This is an optimization exercise on Yosys and OpenROAD, whose aim is small area, a short achievable clock period and few clock cycles per item, not a production implementation.
RTL that was checked went through simulation tests only; none was proved equivalent to the original.
No activity file was given, so power comes from the tool's default toggle rates.

// wallace_mac
module wallace_mac (
    input  wire        clk,
    input  wire        arst_n,
    input  wire        req,
    output logic       ack,
    input  wire [15:0] a,
    input  wire [15:0] b,
    input  wire [31:0] acc,
    input  wire        cin,
    output logic [32:0] result
);
    always_ff @(posedge clk or negedge arst_n) begin
        if (!arst_n) ack <= 1'b0;
        else         ack <= req;
    end
    wire pp_0_0;
    wire pp_0_1;
    wire pp_0_2;
    wire pp_0_3;
    wire pp_0_4;
    wire pp_0_5;
    wire pp_0_6;
    wire pp_0_7;
    wire pp_0_8;
    wire pp_0_9;
    wire pp_0_10;
    wire pp_0_11;
    wire pp_0_12;
    wire pp_0_13;
    wire pp_0_14;
    wire pp_0_15;
    wire pp_1_0;
    wire pp_1_1;
    wire pp_1_2;
    wire pp_1_3;
    wire pp_1_4;
    wire pp_1_5;
    wire pp_1_6;
    wire pp_1_7;
    wire pp_1_8;
    wire pp_1_9;
    wire pp_1_10;
    wire pp_1_11;
    wire pp_1_12;
    wire pp_1_13;
    wire pp_1_14;
    wire pp_1_15;
    wire pp_2_0;
    wire pp_2_1;
    wire pp_2_2;
    wire pp_2_3;
    wire pp_2_4;
    wire pp_2_5;
    wire pp_2_6;
    wire pp_2_7;
    wire pp_2_8;
    wire pp_2_9;
    wire pp_2_10;
    wire pp_2_11;
    wire pp_2_12;
    wire pp_2_13;
    wire pp_2_14;
    wire pp_2_15;
    wire pp_3_0;
    wire pp_3_1;
    wire pp_3_2;
    wire pp_3_3;
    wire pp_3_4;
    wire pp_3_5;
    wire pp_3_6;
    wire pp_3_7;
    wire pp_3_8;
    wire pp_3_9;
    wire pp_3_10;
    wire pp_3_11;
    wire pp_3_12;
    wire pp_3_13;
    wire pp_3_14;
    wire pp_3_15;
    wire pp_4_0;
    wire pp_4_1;
    wire pp_4_2;
    wire pp_4_3;
    wire pp_4_4;
    wire pp_4_5;
    wire pp_4_6;
    wire pp_4_7;
    wire pp_4_8;
    wire pp_4_9;
    wire pp_4_10;
  ...
Size in the first run: about 76 flip-flops, ~100 I/O pins, roughly 10000 um2 of cells after synthesis.
export LEC_CHECK = 0
export CAP_MARGIN = 20
export CORE_MARGIN = 2
export CORE_UTILIZATION = 40
export CTS_BUF_LIST = sky130_fd_sc_hd__clkbuf_8
export SETUP_SLACK_MARGIN = 2.0
export SLEW_MARGIN = 20
export SYNTH_HIERARCHICAL = 1
export SYNTH_MINIMUM_KEEP_SIZE = 0
create_clock -name core_clock -period 6.0 [get_ports {clk}]
standard.sh (not shown) runs the stock make flow with config.mk's settings and CLKGATE_MAP_FILE= SYNTH_SCRIPT=/design/flow/synth_recipe.tcl, a recipe that flattens the netlist after the stock synthesis.
==> flow/flow/run.sh <==
#!/bin/bash
# The standard layout (the standard.sh: ORFS synthesis and place and route,
# unchanged), except that the port buffers that global placement inserts on
# every input and output use a plain buffer cell rather than the delay cell
# the resizer would pick by default.
set -euo pipefail
export BUFFER_PORTS_ARGS="-buffer_cell ${PORT_BUFFER:-sky130_fd_sc_hd__buf_2}"
bash standard.sh > standard_flow.log 2>&1
The first run completed without violations.
Then changed:
--- a/flow/design.v
+++ b/flow/design.v
@@ -1039,22 +1039,20 @@
     wire P4_31;
     wire G5_16;
     wire i_G4_15;
     wire G5_17;
     wire G5_18;
     wire G5_19;
     wire G5_20;
     wire G5_21;
     wire G5_22;
     wire G5_23;
-    wire G4_15d1;
-    wire i_G4_15d1;
     wire G5_24;
     wire G5_25;
     wire G5_26;
     wire G5_27;
     wire G5_28;
     wire G5_29;
     wire G5_30;
     wire G5_31;
     wire s_0;
     wire s_1;
@@ -1981,30 +1979,28 @@
     mac_nor2 u_P4_31 (.a(P3_31), .b(P3_23), .y(P4_31));
     mac_aoi21 u_G5_16 (.a(p0_16), .b(G4_15), .c(g0_16), .y(G5_16));
     assign i_G4_15 = ~G4_15;
     mac_oai21 u_G5_17 (.a(P1_17), .b(i_G4_15), .c(G1_17), .y(G5_17));
     mac_oai21 u_G5_18 (.a(P2_18), .b(i_G4_15), .c(G2_18), .y(G5_18));
     mac_aoi21 u_G5_19 (.a(P2_19), .b(G4_15), .c(G2_19), .y(G5_19));
     mac_oai21 u_G5_20 (.a(P3_20), .b(i_G4_15), .c(G3_20), .y(G5_20));
     mac_aoi21 u_G5_21 (.a(P3_21), .b(G4_15), .c(G3_21), .y(G5_21));
     mac_aoi21 u_G5_22 (.a(P3_22), .b(G4_15), .c(G3_22), .y(G5_22));
     mac_oai21 u_G5_23 (.a(P3_23), .b(i_G4_15), .c(G3_23), .y(G5_23));
-    mac_oai21 u_G4_15d1 (.a(P3_15), .b(G3_7), .c(G3_15), .y(G4_15d1));
-    assign i_G4_15d1 = ~G4_15d1;
-    mac_oai21 u_G5_24 (.a(P4_24), .b(i_G4_15d1), .c(G4_24), .y(G5_24));
-    mac_aoi21 u_G5_25 (.a(P4_25), .b(G4_15d1), .c(G4_25), .y(G5_25));
-    mac_aoi21 u_G5_26 (.a(P4_26), .b(G4_15d1), .c(G4_26), .y(G5_26));
-    mac_oai21 u_G5_27 (.a(P4_27), .b(i_G4_15d1), .c(G4_27), .y(G5_27));
-    mac_aoi21 u_G5_28 (.a(P4_28), .b(G4_15d1), .c(G4_28), .y(G5_28));
-    mac_oai21 u_G5_29 (.a(P4_29), .b(i_G4_15d1), .c(G4_29), .y(G5_29));
-    mac_oai21 u_G5_30 (.a(P4_30), .b(i_G4_15d1), .c(G4_30), .y(G5_30));
-    mac_aoi21 u_G5_31 (.a(P4_31), .b(G4_15d1), .c(G4_31), .y(G5_31));
+    mac_oai21 u_G5_24 (.a(P4_24), .b(i_G4_15), .c(G4_24), .y(G5_24));
+    mac_aoi21 u_G5_25 (.a(P4_25), .b(G4_15), .c(G4_25), .y(G5_25));
+    mac_aoi21 u_G5_26 (.a(P4_26), .b(G4_15), .c(G4_26), .y(G5_26));
+    mac_oai21 u_G5_27 (.a(P4_27), .b(i_G4_15), .c(G4_27), .y(G5_27));
+    mac_aoi21 u_G5_28 (.a(P4_28), .b(G4_15), .c(G4_28), .y(G5_28));
+    mac_oai21 u_G5_29 (.a(P4_29), .b(i_G4_15), .c(G4_29), .y(G5_29));
+    mac_oai21 u_G5_30 (.a(P4_30), .b(i_G4_15), .c(G4_30), .y(G5_30));
+    mac_aoi21 u_G5_31 (.a(P4_31), .b(G4_15), .c(G4_31), .y(G5_31));
     assign s_7 = ~(r_p0_7 ^ r_G3_6);
     assign s_8 = r_p0_8 ^ G3_7;
     assign s_9 = r_p0_9 ^ G4_8;
     assign s_10 = ~(r_p0_10 ^ G4_9);
     assign s_11 = ~(p0_11 ^ G4_10);
     assign s_12 = p0_12 ^ G4_11;
     assign s_13 = ~(p0_13 ^ G4_12);
     assign s_14 = p0_14 ^ G4_13;
     assign s_15 = p0_15 ^ G4_14;
     assign s_16 = ~(p0_16 ^ G4_15);
Outcome:
- total power went down by 4.4%
- combinational power goes down by 6.1%
- cell count stays flat
- global-route usage hardly moves
- routed wire length came out higher by 0.61%
Testbench counts after the change, summed over its fixed seeds: cycles 16,000, items 8,000.
The RTL of the first run of this note was laid out without a check of its function.

-- static timing again, ports no longer ideal --
The results above use ideal ports. As a check the final layouts listed here were re-extracted and re-timed, cells and wires unchanged.
Step 1 (the two cells are an assumption about what drives the block):
set clk [get_ports {clk}]
set_driving_cell -lib_cell sky130_fd_sc_hd__clkbuf_16 $clk
set_driving_cell -lib_cell sky130_fd_sc_hd__buf_2 [delete_from_list [all_inputs] $clk]
Step 2 times the ports against the registers' clock, not the clock port: input delays grow and output delays shrink by t, the midpoint of the rising clock arrivals with the driver on.
Slacks: ideal ports / drivers / drivers and shift; pairs: ideal ports / drivers.
run | t (ns) | slack for setup (ns) | cell pins on the clock port's net
the first run | 0.427 | 1.984 / 1.939 / 1.639 | 1
the second run | 0.420 | 2.051 / 2.008 / 1.643 | 1
After both steps every run listed still meets setup and hold. The setup slack of the second run, which loses most, moves by -0.043 ns with the drivers and by -0.408 ns with both steps.
